What follows belongs to an exercise in optimizing a design on an open flow for small area, a short achievable clock period and few clock cycles per item; a production flow would make more cautious choices.
Where RTL was checked, it was by simulation tests only, not by an equivalence proof against the original.
Function not checked in runs 1, 2 and 5: the RTL went through the layout flow alone.
Power is estimated from default activity; no workload was simulated.

## flow/design.v (module list and top-level ports; edited modules follow where they fit)
// module conv_csr: 50 lines
// module conv_mac: 858 lines
// module conv_fa: 4 lines
// module conv_ha: 4 lines
// module conv_requant: 65 lines
// module conv_core: 65 lines
module conv_core
(
	input  logic      clk,
	input  logic      rst,
	input  logic      csr_wr,
	input  logic      csr_rd,
	input  conv_pkg::csr_addr_t csr_addr,
	input  conv_pkg::csr_data_t csr_wdata,
	output logic      csr_rd_vld,
	output conv_pkg::csr_data_t csr_rdata,
	input  logic      dat_vld,
	input  conv_pkg::dat_vec_t  dat,
	input  conv_pkg::dat_vec_t  wt,
	input  logic      last,
	input  conv_pkg::dat_t      res,
	output logic      out_vld,
	output conv_pkg::dat_t      out_dat
);
  // ...
==> flow/flow/run.sh <==
#!/bin/bash
# The standard layout, with small port buffers in place of the default delay cells.
set -euo pipefail
bash standard.sh "BUFFER_PORTS_ARGS=-buffer_cell sky130_fd_sc_hd__buf_1" finish > standard.log 2>&1
==> flow/standard.sh <==
#!/bin/bash
# synth_recipe.tcl (not shown) runs the flow's synth.tcl, then flattens the netlist and writes it again
# the make line also repeats each setting of config.mk as NAME=value (left out here)
make -C /OpenROAD-flow-scripts/flow DESIGN_CONFIG=/design/flow/config.mk WORK_HOME=/design/flow/orfs CLKGATE_MAP_FILE= SYNTH_SCRIPT=/design/flow/synth_recipe.tcl "${@:-finish}"
==> flow/config.mk <==
export PLATFORM = sky130hd
export DESIGN_NAME = conv_core
export DESIGN_NICKNAME = conv_core
export VERILOG_FILES = /design/flow/design.v
export SDC_FILE = /design/flow/constraint.sdc
export NUM_CORES = 4
export LEC_CHECK = 0
export CAP_MARGIN = 20
export CORE_MARGIN = 2
export CORE_UTILIZATION = 40
export SLEW_MARGIN = 20
export SYNTH_HIERARCHICAL = 1
==> flow/constraint.sdc <==
create_clock -name core_clock -period 11.0 [get_ports {clk}]
set_input_delay 2.2000 -clock core_clock [delete_from_list [all_inputs] [get_ports {clk}]]
set_output_delay 2.2000 -clock core_clock [all_outputs]
set_load 0.01 [all_outputs]
==> results.toml, run 1 <==
[logic_synthesis]
async_flop_share_pct = 0
yosys-top-cells-area = "dfxtp_1 29%, fa_1 26%, xnor2_1 10%"
synth-seq-cells = 360
seq_area_frac_synth_pct = 29.4
yosys-top-cells-count = "360 x dfxtp_1, 323 x fa_1, 279 x xnor2_1, 224 x a22oi_1, 122 x buf_2"
synth-compound-area-share_pct = 13.5
synth_top_family_by_area = "adder cells"
synth.area.mux_share_pct = 1.67
synth.largest_area_cell = "dfxtp_1"
synthAdderAreaFrac_pct = 29.3

[timing]
setup_viol = 0
hold_viol = 0
drv_slew = 0
skew_ns = 0.0275
rsz0062_at_grt = "false"

[power_and_ir_drop]
pg_clk_mw = 1.47
power_mw = 8.08
combPwrFrac_pct = 57.8

[global_routing]
grt_util_met3_pct = 2.46
met2_usage_pct = 34.8

[floorplan]
core_area_um2 = 60500
rows = 90

[layout]
multi_input_area_share_pct = 60.4
multi_input_area_um2 = 16000
clkCellAreaFrac_pct = 5.60
num-fill-cells = 5640
fin_util_pct = 43.9
largest_reg_flops = 78
num_antenna_cells = 0
layout_common_cells = "359 x dfxtp_1, 323 x fa_1, 279 x xnor2_1"
dominant_cells = "multi-input combinational cells"
buffers_excl_clock = 179
seq_cells = 360

[run_status]
status = "complete, no violations"

[worst_setup_path]
crit_chain = "ha_1 > inv_1 > fa_1 > and2b_1 > o2111ai_2 > a21oi_1 > o21ai_1 > a211oi_1 > mux2i_1 > mux2i_1 > a21oi_1 > a221oi_1"

[route]
dr_total_vias = 15900

[hold_path]
holdCritPathClass = "register to register"

[clocking]
path_clk_slew_ns = 0.06
cts_root_buf = "clkbuf_16"
==> run 2: changes to the inputs <==
==> flow/flow/run.sh (replaced) <==
#!/bin/bash
# The standard layout, with small port buffers in place of the default delay cells.
set -euo pipefail
bash standard.sh "BUFFER_PORTS_ARGS=-buffer_cell sky130_fd_sc_hd__buf_1" SETUP_SLACK_MARGIN=7.8 finish > standard.log 2>&1
==> results.toml, run 2 <==
[worst_setup_path]
reg2reg_from = "u_mac.acc_a[0]"
worstPathRequired_ns = 8.80
crit_fanout = 6
crit_start = "u_csr.rd_id"
critPathTopFamily = "flip-flops"
crit_path_end_kind = "output port"
crit_chain = "buf_4 > buf_2"
crit_arrival_ns = 1.18
critical_path_class = "register to output port"
slowest_delay_ns = 0.34
critPathSlowestCell = "dfxtp_4"
reg2reg_depth = 12
startpoint_type = "register"
r2r_setup_slack_ns = 7.70
r2r-end = "u_requant.q_win[0]"
cp.buffers_inverters = 2

[layout]
regMostFlops = "u_mac.r1"
layout_common_cells = "320 x fa_1, 273 x xnor2_1, 240 x dfxtp_1"
num_antenna_cells = 0
largest_reg_flops = 78
final_area_um2 = 27100
largestRegisters = "u_mac.r1: 78 flops, u_mac.d0: 64 flops"
drive_gt1_share_pct = 13.4
layout.nets = 2787
mostFrequentLayoutCell = "fa_1"
area_growth_pct = 10.6

[floorplan]
die-area_um2 = 63200
core_area_um2 = 60500
die_x_um = 251
rows = 90
start_util_pct = 40.5
die_h_um = 251
io-pin-count = 218

[logic_synthesis]
ys.flop_type = "dfxtp_1"
synth_cell_types = 88
yosys-top-cells-area = "dfxtp_1 29%, fa_1 26%, xnor2_1 10%"
async_flop_share_pct = 0
avgSynthCellArea_um2 = 11.1
synth.largest_area_cell = "dfxtp_1"
ys_warn_count = 9
yosys-top-cells-count = "360 x dfxtp_1, 323 x fa_1, 279 x xnor2_1, 224 x a22oi_1, 122 x buf_2"
synth_edf_count = 0
syn_inst = 2205
syn_area_um2 = 24500
yosysMostFrequentCell = "dfxtp_1"
seq_area_frac_synth_pct = 29.4
synth-seq-cells = 360
synth_top_area_share_pct = 29.4

[run_status]
status = "complete, no violations"

[route]
vias_per_cell = 5.25
drt-initial-drc-count = 1205
drc = 0
routed_wl_um = 61800
ant_nets = 0
dr_total_vias = 16000
wl_per_cell_um = 20.3
drt_first_pass_iters = 8

[clocking]
path_clk_slew_ns = 0.06
insertion_delay_ns = 0.58
hold_buffers = 0
cts_tree = "built"
cts_root_buf = "clkbuf_16"
cts_buffers = 41
clock-sinks = 360
htreeDepth = 2
cts_buffer_depth = 3

[timing]
max-slew-margin-rel_pct = 35.6
skew_ns = 0.0294
rsz0062_at_grt = "true"
tns_ns = 0
hold_viol = 0
min_period_over_period_pct = 30.7
fmax_ghz = 0.296
drv_slew = 0
hold_ws_ns = 0.324
final.setup.worst_slack_ns = 7.62
setup_viol = 0
fin_crit_ns = 3.38
worst_slew_pin_slew_ns = 0.964

[power_and_ir_drop]
vdd_drop_max_mv = 0.152
power_mw = 8.27
leakagePower_nw = 10.2
p_per_area_nw_per_um2 = 305

[placement]
hpwl_um = 49500
io_buffers = 176
dpl_cell_area_um2 = 25000
dp_slack_ns = 7.32
gp_congestion = 0.951

[global_routing]
grt_pass1_wl_um = 95700
grt_pass1_vias = 16600
grt_overflow = 0
antenna_found_initial = 0
grt_start_max_net_pins = 66
grt.total_usage_pct = 19.6

[hold_path]
min_to = "u_mac.res1[6]"
holdCritPathClass = "register to register"
min_from = "u_mac.res0[6]"
hold_depth = 0

[job]
drv_cap = 0
-- run 2: cell counts after synthesis --
No cell type changed its count.
-- run 2: what timing repair did --
item | in CTS | in global routing
resized for setup | 78 | 138
hold endpoints to repair | 0 | 0
cloned | 0 | 0
endpoints found under the setup margin | 51 | 69
pin swaps | 7 | 13
buffers inserted | 5 | 7
-- run 2: through the flow --
stage	util, %	std cells
final	44.8	3044
after global routing	44.8	3044
after CTS	44.2	3037
after global placement	41.4	2958
after floorplan	-	2218
after detailed placement	41.4	2958
-- run 2: routing by layer --
layer	vias to the layer above	GRT usage, %	share of wire (%)
met4	0	9.98	5.1
met1	7937	23.8	41
met5	-	0	0
met2	462	33.8	49
li1	7478	-	-
met3	119	3.07	4.9
-- run 2: kinds of logic (layout without fill, tap and decap cells) --
family	count (synthesis)	count (layout)	share of synthesized area (%)
other	1	14	0.0153
buffers and inverters	260	304	5.37
XOR/XNOR	343	343	12.4
flip-flops	360	360	29.4
AO/OA/AOI/OAI	462	462	13.5
multiplexers	36	36	1.67
adder cells (fa/ha/maj)	380	380	29.3
AND/OR/NAND/NOR	363	363	8.40
-- run 2: worst max path at each step --
stage                               to  depth (start not counted)
CTS                 u_requant.q_win[0]                         13
global route        u_requant.q_win[0]                         13
detailed placement  u_requant.q_win[4]                         13
global placement    u_requant.q_win[4]                         13
finish                    csr_rdata[6]                          2
floorplan           u_requant.q_win[0]                         13
-- run 2: power by group --
group / total [mW] / internal, mW / switching, mW
Clock: 1.47 / 0.897 / 0.572
Combinational: 4.86 / 2.19 / 2.67
Sequential: 1.95 / 1.72 / 0.228
-- run 2: layout make-up --
class | count | area [µm²]
multi-input combinational | 1598 | 16300
timing repair buffer | 191 | 866
sequential | 360 | 7360
inverter | 39 | 149
clock buffer | 53 | 1130
fill | 5610 | 33400
tap | 782 | 978
clock inverter | 21 | 325
-- run 2: modules after synthesis, one instance, submodules excluded, excerpt --
module | area, µm² | flops+latches | times used | cells
conv_csr | 736 | 14 | 1 | 75
conv_fa | 20.0 | 0 | 320 | 1
conv_ha | 12.5 | 0 | 19 | 1
conv_mac | 13200 | 316 | 1 | 1282
conv_requant | 3930 | 30 | 1 | 509
==> module conv_csr, before the edit <==
module conv_csr
(
	input  logic        clk,
	input  logic        rst,
	input  logic        csr_wr,
	input  logic        csr_rd,
	input  logic [1:0]  csr_addr,
	input  logic [31:0] csr_wdata,
	output logic        csr_rd_vld,
	output logic [31:0] csr_rdata,
	output logic        relu_en,
	output logic        res_en,
	output logic [4:0]  out_shift
);
	localparam logic [31:0] ID = 32'h434f_4e56;
	logic [4:0] rd_lo;
	logic       rd_id;
	always_ff @(posedge clk) begin
		if (rst) begin
			relu_en   <= 1'b0;
			res_en    <= 1'b0;
			out_shift <= '0;
		end else if (csr_wr) begin
			if (csr_addr == 2'd0) begin
				relu_en <= csr_wdata[0];
				res_en  <= csr_wdata[1];
			end
			if (csr_addr == 2'd1) begin
				out_shift <= csr_wdata[4:0];
			end
		end
	end
	always_ff @(posedge clk) begin
		if (rst) begin
			csr_rd_vld <= 1'b0;
		end else begin
			csr_rd_vld <= csr_rd;
		end
	end
	always_ff @(posedge clk) begin
		case (csr_addr)
			2'd0:  rd_lo <= {3'b000, res_en, relu_en};
			2'd1: rd_lo <= out_shift;
			2'd2:    rd_lo <= ID[4:0];
			default:            rd_lo <= 5'd0;
		endcase
		rd_id <= (csr_addr == 2'd2);
	end
	assign csr_rdata = {ID[31:5] & {27{rd_id}}, rd_lo};
endmodule
==> run 3: changes to the inputs <==
--- a/flow/design.v
+++ b/flow/design.v
@@ -22,7 +22,7 @@
 );
 	localparam logic [31:0] ID = 32'h434f_4e56;
 	logic [4:0] rd_lo;
-	logic       rd_id;
+	logic [2:0] rd_id;
 	always_ff @(posedge clk) begin
 		if (rst) begin
 			relu_en   <= 1'b0;
@@ -52,9 +52,16 @@
 			2'd2:    rd_lo <= ID[4:0];
 			default:            rd_lo <= 5'd0;
 		endcase
-		rd_id <= (csr_addr == 2'd2);
+		rd_id[0] <= (csr_addr == 2'd2);
+		rd_id[1] <= (csr_addr == 2'd2) & csr_rd;
+		rd_id[2] <= (csr_addr == 2'd2) & ~rst;
+	end
+	always_comb begin
+		csr_rdata = {27'd0, rd_lo};
+		for (int k = 5; k < 32; k++) begin
+			csr_rdata[k] = ID[k] & rd_id[k % 3];
+		end
 	end
-	assign csr_rdata = {ID[31:5] & {27{rd_id}}, rd_lo};
 endmodule
 module conv_mac
 (
--- a/flow/config.mk
+++ b/flow/config.mk
@@ -8,5 +8,7 @@
 export CAP_MARGIN = 20
 export CORE_MARGIN = 2
 export CORE_UTILIZATION = 40
+export CTS_CLUSTER_DIAMETER = 80
+export CTS_CLUSTER_SIZE = 24
 export SLEW_MARGIN = 20
 export SYNTH_HIERARCHICAL = 1
==> results.toml, run 3 <==
[run_status]
status = "complete, no violations"

[power_and_ir_drop]
p_per_area_nw_per_um2 = 296
power_mw = 7.87
leakagePower_nw = 9.89
vdd_drop_max_mv = 0.155

[logic_synthesis]
synth_top_area_share_pct = 29.5
syn_area_um2 = 24500
avgSynthCellArea_um2 = 11.1
synth.largest_area_cell = "dfxtp_1"
syn_inst = 2206
ys_warn_count = 9
seq_area_frac_synth_pct = 29.5
synth-seq-cells = 362
ys.flop_type = "dfxtp_1"
yosysMostFrequentCell = "dfxtp_1"
yosys-top-cells-area = "dfxtp_1 30%, fa_1 26%, xnor2_1 10%"
synth-compound-area-share_pct = 13.4
synth_edf_count = 0
yosys.area_share.simple_pct = 8.44
synth.area.mux_share_pct = 1.67
yosys-top-cells-count = "362 x dfxtp_1, 323 x fa_1, 279 x xnor2_1, 224 x a22oi_1, 122 x buf_2"
synthAdderAreaFrac_pct = 29.3
async_flop_share_pct = 0
synth_xor_area_share_pct = 12.3
synth_top_family_by_area = "adder cells"
synth_cell_types = 87

[clocking]
path_clk_slew_ns = 0.09
cts_buffers = 25
cts_root_buf = "clkbuf_16"
cts_buffer_depth = 3
cts_tree = "built"
hold_buffers = 0
htreeDepth = 1
clock-sinks = 362
insertion_delay_ns = 0.59

[layout]
num_antenna_cells = 0
area_growth_pct = 8.53
mostFrequentLayoutCell = "fa_1"
layout_common_cells = "321 x fa_1, 273 x xnor2_1, 237 x dfxtp_1"
layout.nets = 2775
stdcell_count = 3018
fin_util_pct = 44.0
drive_gt1_share_pct = 12.7
final_area_um2 = 26600
regMostFlops = "u_mac.r1"
largest_reg_flops = 78
num-fill-cells = 5616
largestRegisters = "u_mac.r1: 78 flops, u_mac.d0: 64 flops"

[timing]
worst_slew_pin_slew_ns = 1.02
setup_viol = 0
tns_ns = 0
rsz0062_at_grt = "true"
drv_slew = 0
min_period_over_period_pct = 30.5
final.setup.worst_slack_ns = 7.65
max-slew-margin-rel_pct = 31.7
hold_viol = 0
skew_ns = 0.0173
hold_ws_ns = 0.325
fmax_ghz = 0.298
fin_crit_ns = 3.35

[route]
ant_nets = 0
vias_per_cell = 5.28
drt_first_pass_iters = 7
wl_per_cell_um = 20.5
drt-initial-drc-count = 1024
routed_wl_um = 61800
drc = 0
dr_total_vias = 15900

[global_routing]
grt_pass1_wl_um = 95400
grt_pass1_vias = 16400
grt.total_usage_pct = 19.4
grt_start_max_net_pins = 66
grt_overflow = 0
antenna_found_initial = 0

[placement]
dpl_cell_area_um2 = 25100
dp_cells = 2962
io_buffers = 176
gp_congestion = 0.939
hpwl_um = 50400
dp_slack_ns = 7.38

[worst_setup_path]
startpoint_type = "register"
critical_path_class = "register to register"
crit_arrival_ns = 3.82
r2r_setup_slack_ns = 7.65
cp.buffers_inverters = 2
crit_fanout = 6
worstPathRequired_ns = 11.47
crit_path_end_kind = "register"
crit_chain = "ha_4 > inv_2 > fa_2 > and2b_2 > o2111ai_4 > a211o_1 > a211oi_2 > a211oi_2 > buf_4 > mux2i_2 > mux2i_1 > mux2_4 > mux4_2"
slowest_delay_ns = 0.48
critPathSlowestCell = "mux4_2"
critPathTopFamily = "multiplexers"
crit_top_cell = "a211oi_2"

[floorplan]
rows = 90
die-area_um2 = 63300
core_area_um2 = 60500
die_x_um = 252
start_util_pct = 40.6
die_h_um = 252
io-pin-count = 218

[job]
drv_cap = 0

[hold_path]
holdCritPathClass = "register to register"
## run 3: cell count changes after synthesis, sizes merged
cell,delta
and2b,+1
buf,-3
dfxtp,+2
or3b,-1
and2,+1
nor3b,+1
## run 3: layer usage
| layer | track usage [%] | routed length, µm |
|---|---|---|
| met5 | 0 | 0 |
| met4 | 5.02 | 1780 |
| met3 | 1.84 | 2220 |
| met2 | 35.7 | 31800 |
| met1 | 24.4 | 25900 |
## run 3: worst paths after layout
kind / to / startpoint / depth (start not counted)
max: u_requant.q_win[0] / u_mac.acc_b[0] / 13
min: u_mac.acc_res[4] / u_mac.res1[4] / 0
max reg2reg: u_requant.q_win[0] / u_mac.acc_b[0] / 13
min reg2reg: u_mac.acc_res[4] / u_mac.res1[4] / 0
## run 3: what timing repair did
item | CTS | global route
pin swaps | 8 | 19
gates resized for setup | 108 | 121
endpoints found under the setup margin | 56 | 65
gates cloned | 0 | 0
setup buffers | 4 | 8
## run 3: where the power goes
part           internal, mW  switching, mW
registers              1.72          0.229
clock network         0.458          0.528
logic                  2.24           2.70
total                  4.42           3.45
## run 3: logic make-up (layout without fill, tap and decap cells)
kind of cell    Yosys count  in the layout
compound gates          462            462
fa+ha+maj               380            380
simple gates            365            365
flops                   362            362
xor+xnor                343            343
buf+inv                 257            274
mux                      36             36
other cells               1             14
## run 3: cell type report
class,instances,area (µm²),share of cell area [%]
clock inverters,16,208,0.780
flip-flops and latches,362,7410,27.8
multi-input cells,1600,16300,61.3
well taps,782,978,3.68
repair buffers,191,922,3.46
inverters,39,149,0.559
clock buffers,28,647,2.43
## run 3: Yosys stat by module (local to each module, per instance), excerpt
module | flops+latches | times used | area, µm²
conv_csr | 16 | 1 | 764
conv_fa | 0 | 320 | 20.0
conv_ha | 0 | 19 | 12.5
conv_mac | 316 | 1 | 13200
conv_requant | 30 | 1 | 3930
Testbench counts of run 3, summed over its fixed seeds: cycles 16,701, beats 16,661.
==> run 4: changes to the inputs <==
--- a/flow/config.mk
+++ b/flow/config.mk
@@ -8,7 +8,7 @@
 export CAP_MARGIN = 20
 export CORE_MARGIN = 2
 export CORE_UTILIZATION = 40
-export CTS_CLUSTER_DIAMETER = 80
-export CTS_CLUSTER_SIZE = 24
+export CTS_CLUSTER_DIAMETER = 100
+export CTS_CLUSTER_SIZE = 30
 export SLEW_MARGIN = 20
 export SYNTH_HIERARCHICAL = 1
==> results.toml, run 4 <==
[worst_setup_path]
critical_path_class = "register to register"
worstPathRequired_ns = 11.46
reg2reg_from = "u_mac.acc_b[0]"
crit_fanout = 6
crit_path_end_kind = "register"
crit_arrival_ns = 3.77
cp.buffers_inverters = 1
crit_start = "u_mac.acc_b[0]"
critPathSlowestCell = "mux4_2"
critPathTopFamily = "compound AO/OA/AOI/OAI gates"
startpoint_type = "register"
crit_chain = "ha_4 > inv_2 > fa_2 > and2b_2 > o2111ai_4 > a211o_1 > a31oi_2 > a311oi_2 > and2_1 > o21ba_4 > a21oi_4 > mux2_4 > mux4_2"
slowest_delay_ns = 0.48

[logic_synthesis]
async_flop_share_pct = 0
yosysMostFrequentCell = "dfxtp_1"
yosys-top-cells-area = "dfxtp_1 30%, fa_1 26%, xnor2_1 10%"
yosys-top-cells-count = "362 x dfxtp_1, 323 x fa_1, 279 x xnor2_1, 224 x a22oi_1, 122 x buf_2"
synth_cell_types = 87
syn_area_um2 = 24500
synth_top_area_share_pct = 29.5
syn_inst = 2206
ys_warn_count = 9
seq_area_frac_synth_pct = 29.5
avgSynthCellArea_um2 = 11.1
synth_edf_count = 0
ys.flop_type = "dfxtp_1"
synth-seq-cells = 362
synth.largest_area_cell = "dfxtp_1"

[floorplan]
die_h_um = 252
die_x_um = 252
start_util_pct = 40.6
core_area_um2 = 60500
die-area_um2 = 63300
io-pin-count = 218
rows = 90

[global_routing]
grt_pass1_vias = 16400
grt.total_usage_pct = 19.5
grt_overflow = 0
grt_start_max_net_pins = 66
antenna_found_initial = 0
grt_pass1_wl_um = 95700

[layout]
num-fill-cells = 5634
mostFrequentLayoutCell = "fa_1"
drive_gt1_share_pct = 12.4
final_area_um2 = 26500
layout.nets = 2769
layout_common_cells = "321 x fa_1, 276 x xnor2_1, 232 x dfxtp_1"
largestRegisters = "u_mac.r1: 78 flops, u_mac.d0: 64 flops"
num_antenna_cells = 0
area_growth_pct = 7.92
regMostFlops = "u_mac.r1"
largest_reg_flops = 78

[hold_path]
holdCritPathClass = "register to register"
min_from = "u_mac.res1[4]"

[clocking]
cts_tree = "built"
cts_root_buf = "clkbuf_16"
cts_buffers = 21
path_clk_slew_ns = 0.11
cts_buffer_depth = 3
hold_buffers = 0
clock-sinks = 362
htreeDepth = 1
insertion_delay_ns = 0.58

[placement]
dpl_cell_area_um2 = 25100
gp_congestion = 0.939
hpwl_um = 50400
io_buffers = 176

[timing]
setup_viol = 0
fmax_ghz = 0.302
min_period_over_period_pct = 30.1
skew_ns = 0.0222
tns_ns = 0
hold_viol = 0
hold_ws_ns = 0.336
drv_slew = 0
max-slew-margin-rel_pct = 33.1
rsz0062_at_grt = "true"
worst_slew_pin_slew_ns = 1.00
fin_crit_ns = 3.31

[route]
ant_nets = 0
drt-initial-drc-count = 1015
drt_first_pass_iters = 6
wl_per_cell_um = 20.6
routed_wl_um = 61900
vias_per_cell = 5.29
dr_total_vias = 15900
drc = 0

[job]
drv_cap = 0

[power_and_ir_drop]
p_per_area_nw_per_um2 = 293
leakagePower_nw = 9.82
power_mw = 7.75
vdd_drop_max_mv = 0.145

[run_status]
status = "complete, no violations"
## run 4: cell type report
cell class              count  area, µm²  area share [%]
clock buffers              23        553            2.09
clock inverters            14        214           0.808
inverters                  39        149           0.563
multi-input cells        1600      16300            61.4
flip-flops and latches    362       7420            28.0
well taps                 782        978            3.70
repair buffers            189        895            3.38
## run 4: cells by family (layout without fill, tap and decap cells)
kind of cell | count (synthesis) | in the layout | synth area share, %
DFF | 362 | 362 | 29.5
AOI/OAI and AO/OA | 462 | 462 | 13.4
buffers and inverters | 257 | 265 | 5.27
xor gates and xnor gates | 343 | 343 | 12.3
and+or+nand+nor | 365 | 365 | 8.44
other | 1 | 14 | 0.0153
adders and majority gates | 380 | 380 | 29.3
muxes | 36 | 36 | 1.67
## run 4: final timing paths
| kind | endpoint | slack, ns | depth (start not counted) |
|---|---|---|---|
| max | u_requant.q_win[0] | 7.69 | 13 |
| min | u_mac.acc_res[4] | 0.34 | 0 |
| max reg2reg | u_requant.q_win[0] | 7.69 | 13 |
| min reg2reg | u_mac.acc_res[4] | 0.34 | 0 |
## run 4: worst register-to-register path, delay by kind of cell, from the launching register on
kind	cells	cell delay (ns)
AO/OA/AOI/OAI	6	1.13
multiplexers	2	0.77
adder cells (fa/ha/maj)	2	0.47
AND/OR/NAND/NOR	2	0.45
flip-flops	1	0.36
buffers and inverters	1	0.03
## run 4: power by group
| part | internal, mW | switching, mW | leakage [nW] |
|---|---|---|---|
| Sequential | 1.72 | 0.229 | 3.05 |
| Combinational | 2.19 | 2.68 | 6.41 |
| Clock | 0.402 | 0.522 | 0.363 |
| Total | 4.31 | 3.43 | 9.82 |
## run 4: repair_timing
action,4_1_cts,5_1_grt
endpoints found under the hold margin,0,0
endpoints found under the setup margin,59,65
setup buffers,4,6
pin swaps,10,13
resized for setup,117,110
## run 4: per-stage QoR
step	util, %	instances	worst slack (ns)
6_report	43.8	3009	7.69
4_1_cts	43.3	3003	7.63
5_1_grt	43.8	3009	7.56
3_5_place_dp	41.5	2962	7.38
3_3_place_gp	41.5	2962	7.38
2_1_floorplan	-	2219	7.83
## run 4: Yosys stat by module (local to each module, per instance), a selection
module        cell area, µm²  flops+latches  cells
conv_ha                 12.5              0      1
conv_fa                 20.0              0      1
conv_requant            3930             30    509
conv_csr                 764             16     76
conv_mac               13200            316   1282
## run 4: per-layer routing
metal	part of all wire, %	up-vias	global-route usage (%)
met2	52	398	36.0
li1	-	7421	-
met1	42	8030	24.5
met5	0	-	0
met4	2.6	0	4.97
met3	3.4	56	1.68
==> module conv_requant, before the edit <==
module conv_requant
(
	input  logic        clk,
	input  logic        rst,
	input  logic        acc_vld,
	input  logic [23:0] acc_a,
	input  logic [23:0] acc_b,
	input  logic [7:0]  acc_res,
	input  logic        relu_en,
	input  logic        res_en,
	input  logic [4:0]  out_shift,
	output logic        out_vld,
	output logic [7:0]  out_dat
);
	logic [23:0] sum;
	logic [24:0] ext;
	logic [14:0] mask;
	logic        q_vld;
	logic [9:0]  q_win;
	logic        q_ovf;
	logic        q_neg;
	logic [7:0]  q_res;
	logic [9:0]  rsum;
	logic [7:0]  sat;
	always_comb begin
		sum  = acc_a + acc_b;
		ext  = $signed({sum, 1'b0}) >>> out_shift;
		for (int j = 0; j < 15; j++) begin
			mask[j] = ({1'b0, out_shift} <= 6'(j));
		end
	end
	always_ff @(posedge clk) begin
		if (rst) begin
			q_vld   <= 1'b0;
			out_vld <= 1'b0;
		end else begin
			q_vld   <= acc_vld;
			out_vld <= q_vld;
		end
	end
	always_ff @(posedge clk) begin
		q_win <= ext[9:0];
		q_ovf <= |((sum[22:8] ^ {15{sum[23]}}) & mask);
		q_neg <= sum[23];
		q_res <= acc_res;
	end
	always_comb begin
		rsum = {q_win[9], q_win[9:1]} + {9'd0, q_win[0]}
			+ (res_en ? {{2{q_res[7]}}, q_res} : 10'd0);
		if (q_ovf) begin
			sat = q_neg ? (relu_en ? 8'h00 : 8'h80) : 8'h7f;
		end else if (rsum[9] && relu_en) begin
			sat = 8'h00;
		end else if (!rsum[9] && rsum[8:7] != 2'b00) begin
			sat = 8'h7f;
		end else if (rsum[9] && rsum[8:7] != 2'b11) begin
			sat = 8'h80;
		end else begin
			sat = rsum[7:0];
		end
	end
	always_ff @(posedge clk) begin
		out_dat <= sat;
	end
endmodule
==> run 5: changes to the inputs <==
--- a/flow/design.v
+++ b/flow/design.v
@@ -973,11 +973,10 @@
 		q_win <= ext[9:0];
 		q_ovf <= |((sum[22:8] ^ {15{sum[23]}}) & mask);
 		q_neg <= sum[23];
-		q_res <= acc_res;
+		q_res <= acc_res & {8{res_en}};
 	end
 	always_comb begin
-		rsum = {q_win[9], q_win[9:1]} + {9'd0, q_win[0]}
-			+ (res_en ? {{2{q_res[7]}}, q_res} : 10'd0);
+		rsum = 10'(({q_win[9], q_win[9:1], 1'b1} + {{2{q_res[7]}}, q_res, q_win[0]}) >> 1);
 		if (q_ovf) begin
 			sat = q_neg ? (relu_en ? 8'h00 : 8'h80) : 8'h7f;
 		end else if (rsum[9] && relu_en) begin
==> flow/flow/run.sh (replaced) <==
#!/bin/bash
# The standard layout with three changes to how it is made: small port
# buffers in place of the default delay cells, clock-tree synthesis with
# larger sink clusters and no dummy loads, and timing repair that aims for
# 7.8 ns of setup slack on the 11 ns clock.
set -euo pipefail
bash standard.sh \
	"BUFFER_PORTS_ARGS=-buffer_cell sky130_fd_sc_hd__buf_1" \
	"CTS_ARGS=-sink_clustering_enable -repair_clock_nets -dont_use_dummy_load -sink_clustering_size 30 -sink_clustering_max_diameter 100" \
	SETUP_SLACK_MARGIN=7.8 \
	finish > standard.log 2>&1
--- a/flow/config.mk
+++ b/flow/config.mk
@@ -8,7 +8,5 @@
 export CAP_MARGIN = 20
 export CORE_MARGIN = 2
 export CORE_UTILIZATION = 40
-export CTS_CLUSTER_DIAMETER = 100
-export CTS_CLUSTER_SIZE = 30
 export SLEW_MARGIN = 20
 export SYNTH_HIERARCHICAL = 1
==> results.toml, run 5 <==
[worst_setup_path]
critPathTopFamily = "flip-flops"
worstPathRequired_ns = 8.80
crit_chain = "buf_2"
critPathSlowestCell = "dfxtp_4"
crit_fanout = 5
crit_arrival_ns = 1.05
cp.buffers_inverters = 1
startpoint_type = "register"
r2r_setup_slack_ns = 7.82
slowest_delay_ns = 0.37
critical_path_class = "register to output port"
crit_path_end_kind = "output port"

[layout]
regMostFlops = "u_mac.r1"
largest_reg_flops = 78
num_antenna_cells = 0
stdcell_count = 3039
layout.nets = 2807
largestRegisters = "u_mac.r1: 78 flops, u_mac.d0: 64 flops"
drive_gt1_share_pct = 13.3
mostFrequentLayoutCell = "fa_1"
layout_common_cells = "320 x fa_1, 274 x xnor2_1, 259 x dfxtp_1"
fin_util_pct = 43.7
final_area_um2 = 26900
area_growth_pct = 8.43

[timing]
fmax_ghz = 0.308
setup_viol = 0
hold_viol = 0
tns_ns = 0
rsz0062_at_grt = "true"
fin_crit_ns = 3.25
min_period_over_period_pct = 29.5
worst_slew_pin_slew_ns = 0.975
skew_ns = 0.0568
drv_slew = 0
final.setup.worst_slack_ns = 7.75
max-slew-margin-rel_pct = 34.9
hold_ws_ns = 0.335

[power_and_ir_drop]
power_mw = 7.97
combPwrFrac_pct = 65.6
leakagePower_nw = 9.89
p_per_area_nw_per_um2 = 297
internal_power_mw = 4.54
power.switching_mw = 3.43
clkPwrFrac_pct = 9.8
p_seq_share_pct = 24.7
sw_frac_of_total_pct = 43.0
vdd_drop_max_mv = 0.180

[clocking]
cts_tree = "built"
path_clk_slew_ns = 0.09
clock-sinks = 362
insertion_delay_ns = 0.57
cts_buffers = 22
htreeDepth = 1
cts_root_buf = "clkbuf_16"
cts_buffer_depth = 3

[global_routing]
grt_pass1_vias = 16900
grt_overflow = 0
grt_start_max_net_pins = 66
grt.total_usage_pct = 19.8
grt_pass1_wl_um = 98200
antenna_found_initial = 1

[floorplan]
io-pin-count = 218
core_area_um2 = 61500
die_h_um = 253
die_x_um = 253
start_util_pct = 40.3
die-area_um2 = 63900
rows = 91

[logic_synthesis]
synth_cell_types = 81
yosys-top-cells-count = "362 x dfxtp_1, 322 x fa_1, 281 x xnor2_1, 226 x a22oi_1, 124 x buf_2"
ys.flop_type = "dfxtp_1"
synth_top_area_share_pct = 29.3
async_flop_share_pct = 0
yosysMostFrequentCell = "dfxtp_1"
syn_inst = 2229
yosys-top-cells-area = "dfxtp_1 29%, fa_1 26%, xnor2_1 9.9%"
ys_warn_count = 9
syn_area_um2 = 24800
synth_edf_count = 0
seq_area_frac_synth_pct = 29.3
synth-seq-cells = 362
avgSynthCellArea_um2 = 11.1
synth.largest_area_cell = "dfxtp_1"

[route]
ant_nets = 0
vias_per_cell = 5.34
routed_wl_um = 63300
dr_total_vias = 16200
wl_per_cell_um = 20.8
drc = 0
drt_first_pass_iters = 6
drt-initial-drc-count = 1104

[run_status]
status = "complete, no violations"

[placement]
hpwl_um = 51500
dp_slack_ns = 7.19
gp_congestion = 0.926
io_buffers = 176
dpl_cell_area_um2 = 25400
dp_cells = 2990

[hold_path]
holdCritPathClass = "register to register"

[job]
drv_cap = 0
## run 5: modules after synthesis (local to each module, per instance), excerpt
module | times used | area, µm² | cells | flip-flops and latches
conv_requant | 1 | 4170 | 532 | 30
conv_ha | 19 | 12.5 | 1 | 0
conv_csr | 1 | 764 | 76 | 16
conv_fa | 320 | 20.0 | 1 | 0
conv_mac | 1 | 13200 | 1282 | 316
## run 5: timing repair
action | 4_1_cts | 5_1_grt
gates resized for setup | 104 | 143
pin swaps | 14 | 20
buffers inserted | 16 | 11
endpoints found under the setup margin | 45 | 71
hold endpoints to repair | 0 | 0
hold buffers | 0 | 0
## run 5: cell families (layout without fill, tap and decap cells)
group,count (synthesis),after routing,synth area share (%)
adder cells (fa/ha/maj),380,380,29.0
multiplexers,41,41,2.36
flip-flops,362,362,29.3
buffers and inverters,270,277,5.37
AO/OA/AOI/OAI,451,451,12.9
XOR/XNOR,351,351,12.4
other,1,14,0.0151
AND/OR/NAND/NOR,373,373,8.72
## run 5: power groups by stage
stage / clock, mW / sequential (mW) / combinational (mW)
CTS: 0.814 / 1.95 / 5.05
global route: 0.854 / 2.00 / 5.91
global placement: 0 / 1.96 / 4.69
floorplan: 0 / 1.86 / 3.45
detailed placement: 0 / 1.97 / 4.80
finish: 0.778 / 1.97 / 5.23
## run 5: final cells by class
| class | instances | area, µm² |
|---|---|---|
| fill | 5765 | 34600 |
| multi-input combinational | 1610 | 16800 |
| timing repair buffer | 208 | 987 |
| inverter | 47 | 179 |
| sequential | 362 | 7380 |
| tap | 790 | 988 |
| clock buffer | 22 | 551 |
## run 5: layer usage
| layer | vias to the layer above | share of wire (%) | global-route usage, % |
|---|---|---|---|
| li1 | 7543 | - | - |
| met1 | 8177 | 41 | 24.4 |
| met2 | 420 | 52 | 36.2 |
| met3 | 85 | 3.2 | 1.87 |
| met4 | 0 | 3.8 | 6.54 |
| met5 | - | 0 | 0 |
## run 5: final timing paths
kind / to / depth (start not counted) / start
setup / recovery: csr_rdata[25] / 1 / u_csr.rd_id[1]
hold / removal: u_mac.res1[5] / 0 / u_mac.res0[5]
setup reg to reg: u_mac.r1[4] / 6 / u_mac.two0[20]
hold reg to reg: u_mac.res1[5] / 0 / u_mac.res0[5]
==> run 6: changes to the inputs <==
--- a/flow/design.v
+++ b/flow/design.v
@@ -944,21 +944,23 @@
 	output logic [7:0]  out_dat
 );
 	logic [23:0] sum;
-	logic [24:0] ext;
-	logic [14:0] mask;
+	logic [40:0] ext;
+	logic [40:0] sh;
+	logic [10:0] part;
 	logic        q_vld;
-	logic [9:0]  q_win;
+	logic [10:0] q_part;
 	logic        q_ovf;
 	logic        q_neg;
 	logic [7:0]  q_res;
+	logic [9:0]  win;
+	logic        ovf;
 	logic [9:0]  rsum;
 	logic [7:0]  sat;
 	always_comb begin
 		sum  = acc_a + acc_b;
-		ext  = $signed({sum, 1'b0}) >>> out_shift;
-		for (int j = 0; j < 15; j++) begin
-			mask[j] = ({1'b0, out_shift} <= 6'(j));
-		end
+		ext  = {{16{sum[23]}}, sum, 1'b0};
+		sh   = $signed(ext) >>> {out_shift[4:1], 1'b0};
+		part = sh[10:0];
 	end
 	always_ff @(posedge clk) begin
 		if (rst) begin
@@ -970,14 +972,16 @@
 		end
 	end
 	always_ff @(posedge clk) begin
-		q_win <= ext[9:0];
-		q_ovf <= |((sum[22:8] ^ {15{sum[23]}}) & mask);
-		q_neg <= sum[23];
-		q_res <= acc_res & {8{res_en}};
+		q_part <= part;
+		q_ovf  <= |(sh[32:11] ^ {22{sum[23]}});
+		q_neg  <= sum[23];
+		q_res  <= acc_res & {8{res_en}};
 	end
 	always_comb begin
-		rsum = 10'(({q_win[9], q_win[9:1], 1'b1} + {{2{q_res[7]}}, q_res, q_win[0]}) >> 1);
-		if (q_ovf) begin
+		win = out_shift[0] ? q_part[10:1] : q_part[9:0];
+		ovf = q_ovf || (q_part[10] != q_neg) || (!out_shift[0] && q_part[9] != q_neg);
+		rsum = 10'(({win[9], win[9:1], 1'b1} + {{2{q_res[7]}}, q_res, win[0]}) >> 1);
+		if (ovf) begin
 			sat = q_neg ? (relu_en ? 8'h00 : 8'h80) : 8'h7f;
 		end else if (rsum[9] && relu_en) begin
 			sat = 8'h00;
==> flow/flow/run.sh (replaced) <==
#!/bin/bash
# The standard layout with three changes to how it is made: small port
# buffers in place of the default delay cells, clock-tree synthesis with
# larger sink clusters and no dummy loads, and timing repair that aims for
# 8.0 ns of setup slack on the 11 ns clock.
set -euo pipefail
bash standard.sh \
	"BUFFER_PORTS_ARGS=-buffer_cell sky130_fd_sc_hd__buf_1" \
	"CTS_ARGS=-sink_clustering_enable -repair_clock_nets -dont_use_dummy_load -sink_clustering_size 30 -sink_clustering_max_diameter 100" \
	SETUP_SLACK_MARGIN=8.0 \
	finish > standard.log 2>&1
==> results.toml, run 6 <==
[clocking]
path_clk_slew_ns = 0.10
htreeDepth = 1
clock-sinks = 363
hold_buffers = 0
insertion_delay_ns = 0.57
cts_buffer_depth = 3
cts_buffers = 21
cts_tree = "built"
cts_root_buf = "clkbuf_16"

[global_routing]
grt.total_usage_pct = 20.1
antenna_found_initial = 0
grt_pass1_wl_um = 99100
grt_start_max_net_pins = 66
grt_pass1_vias = 16900
grt_overflow = 0

[worst_setup_path]
crit_cells = 1
critPathTopFamily = "flip-flops"
reg2reg_depth = 13
startpoint_type = "register"
slowest_delay_ns = 0.39
crit_chain = "buf_6"
crit_arrival_ns = 1.03
critical_path_class = "register to output port"
crit_fanout = 5
critPathSlowestCell = "dfxtp_4"
worstPathRequired_ns = 8.80
cp.buffers_inverters = 1
crit_path_end_kind = "output port"

[logic_synthesis]
seq_area_frac_synth_pct = 29.5
ys.flop_type = "dfxtp_1"
yosysMostFrequentCell = "dfxtp_1"
syn_inst = 2221
async_flop_share_pct = 0
synth_edf_count = 0
synth_top_area_share_pct = 29.5
avgSynthCellArea_um2 = 11.1
syn_area_um2 = 24700
synth-seq-cells = 363
ys_warn_count = 9
yosys-top-cells-count = "363 x dfxtp_1, 322 x fa_1, 275 x xnor2_1, 226 x a22oi_1, 124 x buf_2"
synth.largest_area_cell = "dfxtp_1"
synth_cell_types = 83
yosys-top-cells-area = "dfxtp_1 29%, fa_1 26%, xnor2_1 9.8%"

[route]
drc = 0
wl_per_cell_um = 21.2
ant_nets = 0
drt_first_pass_iters = 5
dr_total_vias = 16100
vias_per_cell = 5.31
routed_wl_um = 64100
drt-initial-drc-count = 983

[power_and_ir_drop]
p_per_area_nw_per_um2 = 282
leakagePower_nw = 9.92
vdd_drop_max_mv = 0.157
power_mw = 7.77

[hold_path]
hold_depth = 0
holdCritPathClass = "register to register"

[layout]
num-fill-cells = 5693
mostFrequentLayoutCell = "fa_1"
num_antenna_cells = 0
multi_input_area_um2 = 17200
regMostFlops = "u_mac.r1"
layout.nets = 2793
area_growth_pct = 11.6
drive_gt1_share_pct = 21.8
largest_reg_flops = 78
seq_area_um2 = 7700
layout_common_cells = "266 x fa_1, 251 x xnor2_1, 196 x dfxtp_1"
largestRegisters = "u_mac.r1: 78 flops, u_mac.d0: 64 flops"

[timing]
fmax_ghz = 0.309
fin_crit_ns = 3.23
setup_viol = 0
tns_ns = 0
worst_slew_pin_slew_ns = 0.881
hold_viol = 0
max-slew-margin-rel_pct = 41.2
drv_slew = 0
rsz0062_at_grt = "true"
min_period_over_period_pct = 29.4
skew_ns = 0.0508

[floorplan]
start_util_pct = 40.2
core_area_um2 = 61400
rows = 91
io-pin-count = 218
die_h_um = 252
die-area_um2 = 63700
die_x_um = 252

[placement]
hpwl_um = 51500
gp_congestion = 0.934
io_buffers = 176

[run_status]
status = "complete, no violations"

[job]
drv_cap = 0
-- run 6: cell count changes in the layout (fill, tap and decap cells not counted), sizes merged, moves of 6 or more --
cell,previous run,this run
xnor2,282,275
a211oi,9,15
o21ai,65,59
buf,207,201
mux4,13,6
o211ai,6,12
a21oi,42,50
a21o,11,18
-- run 6: Yosys stat by module (local to each module, per instance), excerpt --
module        cells inside  times used
conv_mac              1282           1
conv_requant           524           1
conv_ha                  1          19
conv_fa                  1         320
conv_csr                76           1
-- run 6: where the power goes --
| part | switching (mW) | internal, mW | total, mW | leakage [nW] |
|---|---|---|---|---|
| Sequential | 0.252 | 1.72 | 1.97 | 3.09 |
| Combinational | 2.74 | 2.30 | 5.03 | 6.57 |
| Clock | 0.423 | 0.339 | 0.762 | 0.259 |
-- run 6: path summary, 6_finish.rpt --
check                  from          endpoint  slack (ns)
max          u_csr.rd_id[0]     csr_rdata[30]        7.77
min           u_mac.res1[7]  u_mac.acc_res[7]        0.33
max reg2reg  u_mac.acc_b[0]   u_requant.q_ovf        7.80
min reg2reg   u_mac.res1[7]  u_mac.acc_res[7]        0.33
-- run 6: cell type report --
| cell class | instances | share of cell area [%] |
|---|---|---|
| Clock buffer | 21 | 1.91 |
| Timing Repair Buffer | 202 | 3.59 |
| Sequential cell | 363 | 28.0 |
| Multi-Input combinational cell | 1605 | 62.3 |
| Tap cell | 790 | 3.59 |
| Inverter | 44 | 0.600 |
-- run 6: layer usage --
metal | up-vias | share of wire (%) | global-route usage [%]
met1 | 8122 | 42 | 24.9
li1 | 7510 | - | -
met3 | 78 | 3.5 | 2.27
met5 | - | 0 | 0
met4 | 0 | 3.3 | 5.22
met2 | 366 | 52 | 37.0
-- run 6: logic make-up (layout without fill, tap and decap cells) --
kind of cell / after synthesis / count (layout) / synth area share, %
simple gates: 358 / 358 / 8.30
fa+ha+maj: 380 / 380 / 29.1
buf+inv: 266 / 267 / 5.37
flops: 363 / 363 / 29.5
mux: 34 / 34 / 1.74
xor+xnor: 341 / 341 / 12.1
other cells: 1 / 14 / 0.0152
compound gates: 478 / 478 / 14.0
-- run 6: stage by stage --
stage | setup slack (ns) | hold WS, ns | instance area (µm²) | util (%) | cells
final | 7.77 | 0.335 | 27500 | 44.9 | 3025
after floorplan | 8.01 | 0.310 | 24700 | - | 2234
after global routing | 7.67 | 0.343 | 27500 | 44.9 | 3025
after CTS | 7.74 | 0.337 | 26500 | 43.1 | 3011
after global placement | 7.48 | 0.315 | 25300 | 41.2 | 2983
after detailed placement | 7.52 | 0.312 | 25300 | 41.2 | 2983
-- run 6: what timing repair did --
action,CTS,global route
resized for setup,286,252
buffers inserted,7,14
endpoints found under the setup margin,105,84
cloned,0,0
pin swaps,33,103
Testbench counts of run 6, summed over its fixed seeds: cycles 16,701, beats 16,661.
==> run 7: changes to the inputs <==
==> flow/flow/run.sh (replaced) <==
#!/bin/bash
# The standard layout with three changes to how it is made: small port
# buffers in place of the default delay cells, clock-tree synthesis with
# larger sink clusters and no dummy loads, and timing repair that aims for
# 7.6 ns of setup slack on the 11 ns clock.
set -euo pipefail
bash standard.sh \
	"BUFFER_PORTS_ARGS=-buffer_cell sky130_fd_sc_hd__buf_1" \
	"CTS_ARGS=-sink_clustering_enable -repair_clock_nets -dont_use_dummy_load -sink_clustering_size 30 -sink_clustering_max_diameter 100" \
	SETUP_SLACK_MARGIN=7.6 \
	finish > standard.log 2>&1
==> results.toml, run 7 <==
[layout]
largestRegisters = "u_mac.r1: 78 flops, u_mac.d0: 64 flops"
layout_common_cells = "360 x dfxtp_1, 321 x fa_1, 274 x xnor2_1"
mostFrequentLayoutCell = "dfxtp_1"
num_antenna_cells = 0
drive_gt1_share_pct = 4.41
area_growth_pct = 5.23
num-fill-cells = 5833
layout.nets = 2780
largest_reg_flops = 78
multi_input_area_um2 = 16200
final_area_um2 = 26000
regMostFlops = "u_mac.r1"
seq_area_um2 = 7270

[route]
vias_per_cell = 5.33
wl_per_cell_um = 20.9
dr_total_vias = 16100
drt_first_pass_iters = 5
drc = 0
ant_nets = 0
drt-initial-drc-count = 1318
routed_wl_um = 62900

[clocking]
insertion_delay_ns = 0.58
cts_buffers = 21
clock-sinks = 363
cts_buffer_depth = 3
path_clk_slew_ns = 0.10
hold_buffers = 0
htreeDepth = 1
cts_root_buf = "clkbuf_16"
cts_tree = "built"

[floorplan]
die-area_um2 = 63700
die_h_um = 252
die_x_um = 252
rows = 91
core_area_um2 = 61400
start_util_pct = 40.2
io-pin-count = 218

[global_routing]
grt_pass1_vias = 16700
grt_pass1_wl_um = 98000
antenna_found_initial = 1
grt_start_max_net_pins = 66
grt.total_usage_pct = 19.9
grt_overflow = 0

[logic_synthesis]
syn_inst = 2221
synth_edf_count = 0
yosysMostFrequentCell = "dfxtp_1"
synth.largest_area_cell = "dfxtp_1"
async_flop_share_pct = 0
seq_area_frac_synth_pct = 29.5
avgSynthCellArea_um2 = 11.1
synth_top_area_share_pct = 29.5
ys_warn_count = 9
yosys-top-cells-area = "dfxtp_1 29%, fa_1 26%, xnor2_1 9.8%"
yosys-top-cells-count = "363 x dfxtp_1, 322 x fa_1, 275 x xnor2_1, 226 x a22oi_1, 124 x buf_2"
synth-seq-cells = 363
ys.flop_type = "dfxtp_1"
syn_area_um2 = 24700
synth_cell_types = 83

[power_and_ir_drop]
leakagePower_nw = 9.54
p_per_area_nw_per_um2 = 287
vdd_drop_max_mv = 0.154

[worst_setup_path]
cp.buffers_inverters = 1
r2r-end = "u_mac.r1[31]"
worstPathRequired_ns = 8.80
startpoint_type = "register"
crit_cells = 1
crit_arrival_ns = 1.11
critical_path_class = "register to output port"
critPathSlowestCell = "dfxtp_1"
slowest_delay_ns = 0.38
crit_chain = "buf_1"
r2r_setup_slack_ns = 7.70
reg2reg_from = "u_mac.neg0[24]"
crit_path_end_kind = "output port"
reg2reg_depth = 5
crit_start = "u_csr.rd_id[1]"
critPathTopFamily = "flip-flops"
crit_fanout = 5

[hold_path]
min_from = "u_mac.res1[7]"
holdCritPathClass = "register to register"
hold_depth = 0
min_to = "u_mac.acc_res[7]"

[timing]
tns_ns = 0
fin_crit_ns = 3.31
fmax_ghz = 0.302
drv_slew = 0
max-slew-margin-rel_pct = 43.0
worst_slew_pin_slew_ns = 0.854
min_period_over_period_pct = 30.1
hold_viol = 0
rsz0062_at_grt = "false"
skew_ns = 0.0582
setup_viol = 0

[job]
drv_cap = 0

[placement]
gp_congestion = 0.939
hpwl_um = 51500
dpl_cell_area_um2 = 25200
io_buffers = 176

[run_status]
status = "complete, no violations"
run 7: cell counts after synthesis:
No cell type changed its count.
run 7: kinds of logic after synthesis:
kind of cell / synth area share [%]
other: 0.0152
and+or+nand+nor: 8.30
muxes: 1.74
DFF: 29.5
xor gates and xnor gates: 12.1
buffers and inverters: 5.37
adders and majority gates: 29.1
AOI/OAI and AO/OA: 14.0
run 7: power by group:
group	internal, mW	switching (mW)
Clock	0.339	0.417
Combinational	2.10	2.63
Sequential	1.72	0.229
Total	4.17	3.28
run 7: Yosys stat by module, one instance, submodules excluded, excerpt:
module	times used	cells
conv_mac	1	1282
conv_requant	1	524
conv_csr	1	76
conv_fa	320	1
conv_ha	19	1
run 7: worst max-delay path by stage:
stage / to
after floorplan: u_requant.out_dat[0]
after global placement: u_requant.q_ovf
after detailed placement: u_requant.q_ovf
after CTS: u_requant.out_dat[2]
after global routing: u_requant.q_ovf
final: csr_rdata[19]
run 7: final cells by class:
class / count / area share, %
multi-input cells: 1605 / 62.6
inverters: 44 / 0.636
well taps: 790 / 3.81
repair buffers: 189 / 2.97
flip-flops and latches: 363 / 28.0
clock buffers: 21 / 2.02
run 7: per-stage QoR:
stage / utilization, % / power, mW / setup WS [ns] / cells / hold slack, ns
2_1_floorplan: - / 5.18 / 7.89 / 2234 / 0.310
3_3_place_gp: 41.1 / 6.56 / 7.46 / 2982 / 0.314
3_5_place_dp: 41.1 / 6.64 / 7.42 / 2982 / 0.313
4_1_cts: 42.1 / 7.47 / 7.64 / 3007 / 0.339
5_1_grt: 42.3 / 8.20 / 7.60 / 3012 / 0.344
6_report: 42.3 / 7.45 / 7.69 / 3012 / 0.338
run 7: per-layer routing:
layer / routed length [µm] / track usage [%]
met1: 26800 / 25.3
met2: 32000 / 36.1
met4: 1920 / 5.39
met3: 2150 / 1.71
met5: 0 / 0
run 7: timing repair:
action,CTS,global route
endpoints found under the setup margin,2,13
pin swaps,3,11
resized for setup,8,20
buffers inserted,4,5
hold endpoints to repair,0,0
==> run 8: changes to the inputs <==
==> flow/flow/run.sh (replaced) <==
#!/bin/bash
# The standard layout with three changes to how it is made: small port
# buffers in place of the default delay cells, clock-tree synthesis with
# larger sink clusters and no dummy loads, and timing repair that aims for
# 7.8 ns of setup slack on the 11 ns clock.
set -euo pipefail
bash standard.sh \
	"BUFFER_PORTS_ARGS=-buffer_cell sky130_fd_sc_hd__buf_1" \
	"CTS_ARGS=-sink_clustering_enable -repair_clock_nets -dont_use_dummy_load -sink_clustering_size 30 -sink_clustering_max_diameter 100" \
	SETUP_SLACK_MARGIN=7.8 \
	finish > standard.log 2>&1
--- a/flow/config.mk
+++ b/flow/config.mk
@@ -7,6 +7,6 @@
 export LEC_CHECK = 0
 export CAP_MARGIN = 20
 export CORE_MARGIN = 2
-export CORE_UTILIZATION = 40
+export CORE_UTILIZATION = 55
 export SLEW_MARGIN = 20
 export SYNTH_HIERARCHICAL = 1
==> results.toml, run 8 <==
[layout]
final_area_um2 = 26000
num_antenna_cells = 0
mostFrequentLayoutCell = "fa_1"
area_growth_pct = 5.55
regMostFlops = "u_mac.r1"
largest_reg_flops = 78
layout_common_cells = "321 x fa_1, 278 x dfxtp_1, 271 x xnor2_1"
drive_gt1_share_pct = 10.6
largestRegisters = "u_mac.r1: 78 flops, u_mac.d0: 64 flops"
layout.nets = 2781

[global_routing]
grt_pass1_vias = 16600
antenna_found_initial = 1
grt_start_max_net_pins = 66
grt_pass1_wl_um = 96900
grt_overflow = 0
grt.total_usage_pct = 27.0

[route]
drc = 0
drt-initial-drc-count = 1333
routed_wl_um = 63000
wl_per_cell_um = 22.4
ant_nets = 0
drt_first_pass_iters = 6
vias_per_cell = 5.80
dr_total_vias = 16300

[worst_setup_path]
worstPathRequired_ns = 11.37
reg2reg_depth = 12
crit_path_end_kind = "register"
crit_chain = "ha_2 > fa_2 > a211oi_4 > o21ai_4 > a21oi_4 > nor3_1 > or3_1 > a32oi_2 > o2111ai_2 > o41ai_1 > and4_1 > a311oi_2"
startpoint_type = "register"
critical_path_class = "register to register"
cp.buffers_inverters = 0
crit_fanout = 4
crit_arrival_ns = 3.63
slowest_delay_ns = 0.38
critPathTopFamily = "compound AO/OA/AOI/OAI gates"
crit_cells = 12
critPathSlowestCell = "or3_1"

[power_and_ir_drop]
leakagePower_nw = 9.67
p_per_area_nw_per_um2 = 290
vdd_drop_max_mv = 0.180

[logic_synthesis]
synth_cell_types = 83
async_flop_share_pct = 0
synth.largest_area_cell = "dfxtp_1"
syn_area_um2 = 24700
yosysMostFrequentCell = "dfxtp_1"
syn_inst = 2221
synth-seq-cells = 363
yosys-top-cells-count = "363 x dfxtp_1, 322 x fa_1, 275 x xnor2_1, 226 x a22oi_1, 124 x buf_2"
synth_top_area_share_pct = 29.5
seq_area_frac_synth_pct = 29.5
yosys-top-cells-area = "dfxtp_1 29%, fa_1 26%, xnor2_1 9.8%"
synth_edf_count = 0
ys.flop_type = "dfxtp_1"
avgSynthCellArea_um2 = 11.1
ys_warn_count = 9

[timing]
drv_slew = 0
rsz0062_at_grt = "true"
setup_viol = 0
max-slew-margin-rel_pct = 39.8
min_period_over_period_pct = 29.7
skew_ns = 0.0491
fmax_ghz = 0.307
tns_ns = 0
worst_slew_pin_slew_ns = 0.902
hold_viol = 0
final.setup.worst_slack_ns = 7.74
fin_crit_ns = 3.26

[hold_path]
holdCritPathClass = "register to register"
hold_depth = 0

[job]
drv_cap = 0

[clocking]
insertion_delay_ns = 0.55
cts_buffer_depth = 3
htreeDepth = 1
clock-sinks = 363
path_clk_slew_ns = 0.11
cts_tree = "built"
cts_buffers = 17
cts_root_buf = "clkbuf_16"

[floorplan]
die_x_um = 216
rows = 77
core_area_um2 = 44200
start_util_pct = 55.8
die_h_um = 216
die-area_um2 = 46600
io-pin-count = 218

[run_status]
status = "complete, no violations"

[placement]
hpwl_um = 51100
dp_slack_ns = 7.37
gp_congestion = 0.930
dpl_cell_area_um2 = 25000
io_buffers = 176
run 8: changes by cell type in the layout (fill, tap and decap cells not counted), moves of 4 or more:
cell,before,now
buf_4,12,17
dfxtp_1,360,278
o21ai_2,0,5
clkbuf_16,21,17
buf_2,0,14
ha_2,6,11
a21oi_1,42,38
buf_1,175,147
ha_1,52,47
buf_6,0,15
dfxtp_2,3,82
run 8: modules after synthesis (local to each module, per instance), excerpt:
| module | cells inside | cell area, µm² | flops+latches | times used |
|---|---|---|---|---|
| conv_fa | 1 | 20.0 | 0 | 320 |
| conv_requant | 524 | 4070 | 31 | 1 |
| conv_mac | 1282 | 13200 | 316 | 1 |
| conv_ha | 1 | 12.5 | 0 | 19 |
| conv_csr | 76 | 764 | 16 | 1 |
run 8: area by class of cell:
cell class              instances  area (µm²)
fillers                      3771       18200
multi-input cells            1605       16400
flip-flops and latches        363        7380
repair buffers                194         938
well taps                     592         741
clock buffers                  17         425
inverters                      44         165
run 8: stage by stage:
step | util, % | power, mW | hold slack, ns | instances
3_5_place_dp | 56.5 | 6.65 | 0.312 | 2783
2_1_floorplan | - | 5.18 | 0.310 | 2234
6_report | 58.9 | 7.56 | 0.326 | 2815
3_3_place_gp | 56.5 | 6.55 | 0.309 | 2783
4_1_cts | 58.0 | 7.45 | 0.330 | 2808
5_1_grt | 58.9 | 8.22 | 0.336 | 2815
run 8: kinds of logic after synthesis:
| logic type | Yosys count | share of synthesized area (%) |
|---|---|---|
| compound gates | 478 | 14.0 |
| mux | 34 | 1.74 |
| simple gates | 358 | 8.30 |
| xor+xnor | 341 | 12.1 |
| fa+ha+maj | 380 | 29.1 |
| flops | 363 | 29.5 |
| other cells | 1 | 0.0152 |
| buf+inv | 266 | 5.37 |
run 8: path summary, 6_finish.rpt:
path | slack (ns) | endpoint | start
max | 7.74 | u_requant.q_ovf | u_mac.acc_a[0]
min | 0.33 | u_mac.acc_res[5] | u_mac.res1[5]
max reg2reg | 7.74 | u_requant.q_ovf | u_mac.acc_a[0]
min reg2reg | 0.33 | u_mac.acc_res[5] | u_mac.res1[5]
run 8: metal layers:
metal | vias to the layer above | track usage [%] | routed length (µm)
li1 | 7487 | - | -
met1 | 8263 | 35.6 | 26000
met2 | 505 | 48.1 | 32400
met3 | 73 | 2.10 | 2850
met4 | 0 | 7.26 | 1800
met5 | - | 0 | 0
run 8: power by group:
part           leakage (nW)  internal [mW]  switching (mW)  total (mW)
combinational          6.41           2.18            2.73        4.91
clock                 0.209          0.279           0.408       0.687
sequential             3.05           1.73           0.237        1.96
total                  9.67           4.18            3.38        7.56
run 8: timing repair:
item,CTS,global route
pin swaps,13,18
setup endpoints to repair,50,73
buffers inserted,8,6
hold buffers,0,0
gates cloned,0,0
gates resized for setup,67,122
==> run 9: changes to the inputs <==
--- a/flow/config.mk
+++ b/flow/config.mk
@@ -7,6 +7,6 @@
 export LEC_CHECK = 0
 export CAP_MARGIN = 20
 export CORE_MARGIN = 2
-export CORE_UTILIZATION = 55
+export CORE_UTILIZATION = 70
 export SLEW_MARGIN = 20
 export SYNTH_HIERARCHICAL = 1
==> results.toml, run 9 <==
[run_status]
status = "complete, no violations"

[route]
routed.top_layer = "met5"
met2_wirelength_um = 30700
vias_per_cell = 6.24
drc = 0
routed-wl-met3_um = 3700
routed_wl_um = 61100
dr_total_vias = 16700
drt_first_pass_iters = 6
wl_per_cell_um = 22.8
wl_met1_um = 23100
ant_nets = 0
drt-initial-drc-count = 1312

[worst_setup_path]
crit_fanout = 6
critPathSlowestCell = "fa_2"
crit_path_end_kind = "register"
worstPathRequired_ns = 11.38
r2r-end = "u_requant.q_ovf"
reg2reg_depth = 12
r2r_setup_slack_ns = 7.75
crit_chain = "ha_4 > fa_2 > a211oi_4 > o21ai_4 > a21oi_4 > nor3_2 > or3_1 > a32oi_2 > o2111ai_2 > o41ai_1 > and4_1 > a311oi_2"
startpoint_type = "register"
slowest_delay_ns = 0.39
cp.buffers_inverters = 0
critical_path_class = "register to register"
critPathTopFamily = "compound AO/OA/AOI/OAI gates"
reg2reg_from = "u_mac.acc_b[0]"
crit_arrival_ns = 3.64

[layout]
layout_common_cells = "318 x fa_1, 274 x xnor2_1, 227 x dfxtp_1"
largest_reg_flops = 78
area_growth_pct = 5.23
drive_gt1_share_pct = 13.1
mostFrequentLayoutCell = "fa_1"
largestRegisters = "u_mac.r1: 78 flops, u_mac.d0: 64 flops"
regMostFlops = "u_mac.r1"
num_antenna_cells = 0
fin_util_pct = 75.0
layout.nets = 2780

[placement]
hpwl_um = 48500
gp_congestion = 0.988
io_buffers = 176

[power_and_ir_drop]
p_per_area_nw_per_um2 = 297
p_seq_share_pct = 25.5
clkPwrFrac_pct = 8.4
power.switching_mw = 3.45
sw_frac_of_total_pct = 44.8
combPwrFrac_pct = 66.0
internal_power_mw = 4.25
leakagePower_nw = 9.66
vdd_drop_max_mv = 0.239

[clocking]
insertion_delay_ns = 0.53
htreeDepth = 1
cts_tree = "built"
cts_root_buf = "clkbuf_16"
clock-sinks = 363
hold_buffers = 0
cts_buffer_depth = 3
path_clk_slew_ns = 0.11
cts_buffers = 16

[floorplan]
die_x_um = 192
start_util_pct = 71.3
io-pin-count = 218
die-area_um2 = 36800
die_h_um = 192
core_area_um2 = 34600
rows = 68

[logic_synthesis]
synth-seq-cells = 363
yosysMostFrequentCell = "dfxtp_1"
syn_area_um2 = 24700
synth_top_area_share_pct = 29.5
yosys-top-cells-count = "363 x dfxtp_1, 322 x fa_1, 275 x xnor2_1, 226 x a22oi_1, 124 x buf_2"
synth_cell_types = 83
yosys-top-cells-area = "dfxtp_1 29%, fa_1 26%, xnor2_1 9.8%"
ys.flop_type = "dfxtp_1"
ys_warn_count = 9
seq_area_frac_synth_pct = 29.5
async_flop_share_pct = 0
synth_edf_count = 0
synth.largest_area_cell = "dfxtp_1"
syn_inst = 2221
avgSynthCellArea_um2 = 11.1

[timing]
fin_crit_ns = 3.25
max-slew-margin-rel_pct = 33.8
drv_slew = 0
worst_slew_pin_slew_ns = 0.992
tns_ns = 0
min_period_over_period_pct = 29.6
skew_ns = 0.0266
fmax_ghz = 0.307
hold_viol = 0
rsz0062_at_grt = "true"
hold_ws_ns = 0.336
setup_viol = 0

[hold_path]
holdCritPathClass = "register to register"
min_from = "u_mac.res1[7]"
min_to = "u_mac.acc_res[7]"
hold_depth = 0

[global_routing]
antenna_found_initial = 1
grt_overflow = 0
grt_start_max_net_pins = 66
grt.total_usage_pct = 33.6
grt_pass1_wl_um = 93700
grt_pass1_vias = 16800

[job]
drv_cap = 0
## run 9: stage by stage
| step | std cells | area [µm²] | power [mW] | setup slack (ns) |
|---|---|---|---|---|
| after detailed placement | 2646 | 24800 | 6.71 | 7.42 |
| after global routing | 2677 | 26000 | 8.30 | 7.64 |
| after CTS | 2666 | 25500 | 7.45 | 7.68 |
| after floorplan | 2234 | 24700 | 5.18 | 7.89 |
| final | 2677 | 26000 | 7.70 | 7.75 |
| after global placement | 2646 | 24800 | 6.46 | 7.47 |
## run 9: cells by family after synthesis
logic type                 count (synthesis)  share of synthesized area, %
AOI/OAI and AO/OA                        478                          14.0
adders and majority gates                380                          29.1
DFF                                      363                          29.5
and+or+nand+nor                          358                          8.30
xor gates and xnor gates                 341                          12.1
buffers and inverters                    266                          5.37
muxes                                     34                          1.74
other                                      1                        0.0152
## run 9: worst max-delay path by stage
| stage | start | slack, ns | to | cells past startpoint |
|---|---|---|---|---|
| after CTS | u_mac.acc_a[14] | 7.68 | u_requant.q_ovf | 10 |
| after floorplan | u_csr.out_shift[0] | 7.89 | u_requant.out_dat[0] | 12 |
| final | u_mac.acc_b[0] | 7.75 | u_requant.q_ovf | 12 |
| after detailed placement | u_mac.acc_a[12] | 7.42 | u_requant.q_ovf | 11 |
| after global routing | u_mac.acc_b[0] | 7.64 | u_requant.q_ovf | 13 |
| after global placement | u_mac.acc_a[12] | 7.47 | u_requant.q_ovf | 11 |
## run 9: Yosys stat by module, one instance, submodules excluded, a selection
module,cell area [µm²],flip-flops and latches,times used,cells
conv_csr,764,16,1,76
conv_mac,13200,316,1,1282
conv_fa,20.0,0,320,1
conv_requant,4070,31,1,524
conv_ha,12.5,0,19,1
## run 9: what timing repair did
| action | 4_1_cts | 5_1_grt |
|---|---|---|
| buffers inserted | 4 | 11 |
| pin swaps | 5 | 23 |
| endpoints found under the setup margin | 52 | 58 |
| resized for setup | 97 | 154 |
## run 9: final cells by class
class / count / area, µm²
tap: 455 / 569
timing repair buffer: 194 / 948
multi-input combinational: 1605 / 16400
fill: 2376 / 8660
sequential: 363 / 7450
clock buffer: 16 / 400
inverter: 44 / 165
## run 9: power groups by stage
stage	Combinational (mW)	Sequential, mW	Clock (mW)
final	5.09	1.97	0.650
after global routing	5.58	2.00	0.713
after CTS	4.83	1.95	0.669
after detailed placement	4.72	1.98	0
after global placement	4.49	1.97	0
after floorplan	3.31	1.86	0
## run 9: per-layer routing
layer  track usage (%)  vias up
met3              3.96      158
met4              17.4        2
met1              41.5     8327
met2              58.2      740
li1                  -     7478
met5                 0        -

## separate check: timing with driven ports
The flow's constraints put no driver on any port. The routed layouts listed below were extracted and timed again, unchanged, in two steps. Step 1 assumes that a clkbuf_16 drives the clock port and a buf_2 every other input. Step 2 times the ports against the registers' clock, not the clock port: input delays grow and output delays shrink by t, the midpoint of the rising clock arrivals with the driver on. a / b / c = no drivers / after step 1 / after step 2; a / b = the first two.
| run | shift t [ns] | setup WS [ns] | hold WS [ns] | clock arrival spread, ns | worst slew at a driven data input, ns |
|---|---|---|---|---|---|
| run 1 | 0.620 | 7.343 / 7.343 / 7.343 | 0.324 / 0.324 / 0.324 | 0.033 / 0.032 | 0.05 |
| run 2 | 0.627 | 7.620 / 7.559 / 7.704 | 0.324 / 0.324 / 0.324 | 0.030 / 0.030 | 0.06 |
| run 3 | 0.636 | 7.646 / 7.646 / 7.646 | 0.325 / 0.325 / 0.325 | 0.020 / 0.020 | 0.05 |
| run 4 | 0.631 | 7.686 / 7.665 / 7.686 | 0.336 / 0.336 / 0.336 | 0.027 / 0.027 | 0.05 |
| run 5 | 0.607 | 7.755 / 7.695 / 7.810 | 0.335 / 0.335 / 0.335 | 0.061 / 0.061 | 0.05 |
| run 6 | 0.607 | 7.765 / 7.703 / 7.801 | 0.335 / 0.335 / 0.335 | 0.051 / 0.051 | 0.05 |
| run 7 | 0.611 | 7.691 / 7.631 / 7.698 | 0.338 / 0.338 / 0.338 | 0.059 / 0.059 | 0.05 |
| run 8 | 0.589 | 7.738 / 7.682 / 7.671 | 0.326 / 0.326 / 0.326 | 0.050 / 0.049 | 0.04 |
| run 9 | 0.568 | 7.745 / 7.694 / 7.621 | 0.336 / 0.336 / 0.336 | 0.027 / 0.027 | 0.05 |
After both steps setup and hold are still met in every run listed. For run 9, which loses most, drivers alone change the setup slack by -0.051 ns; drivers and shift together by -0.124 ns.
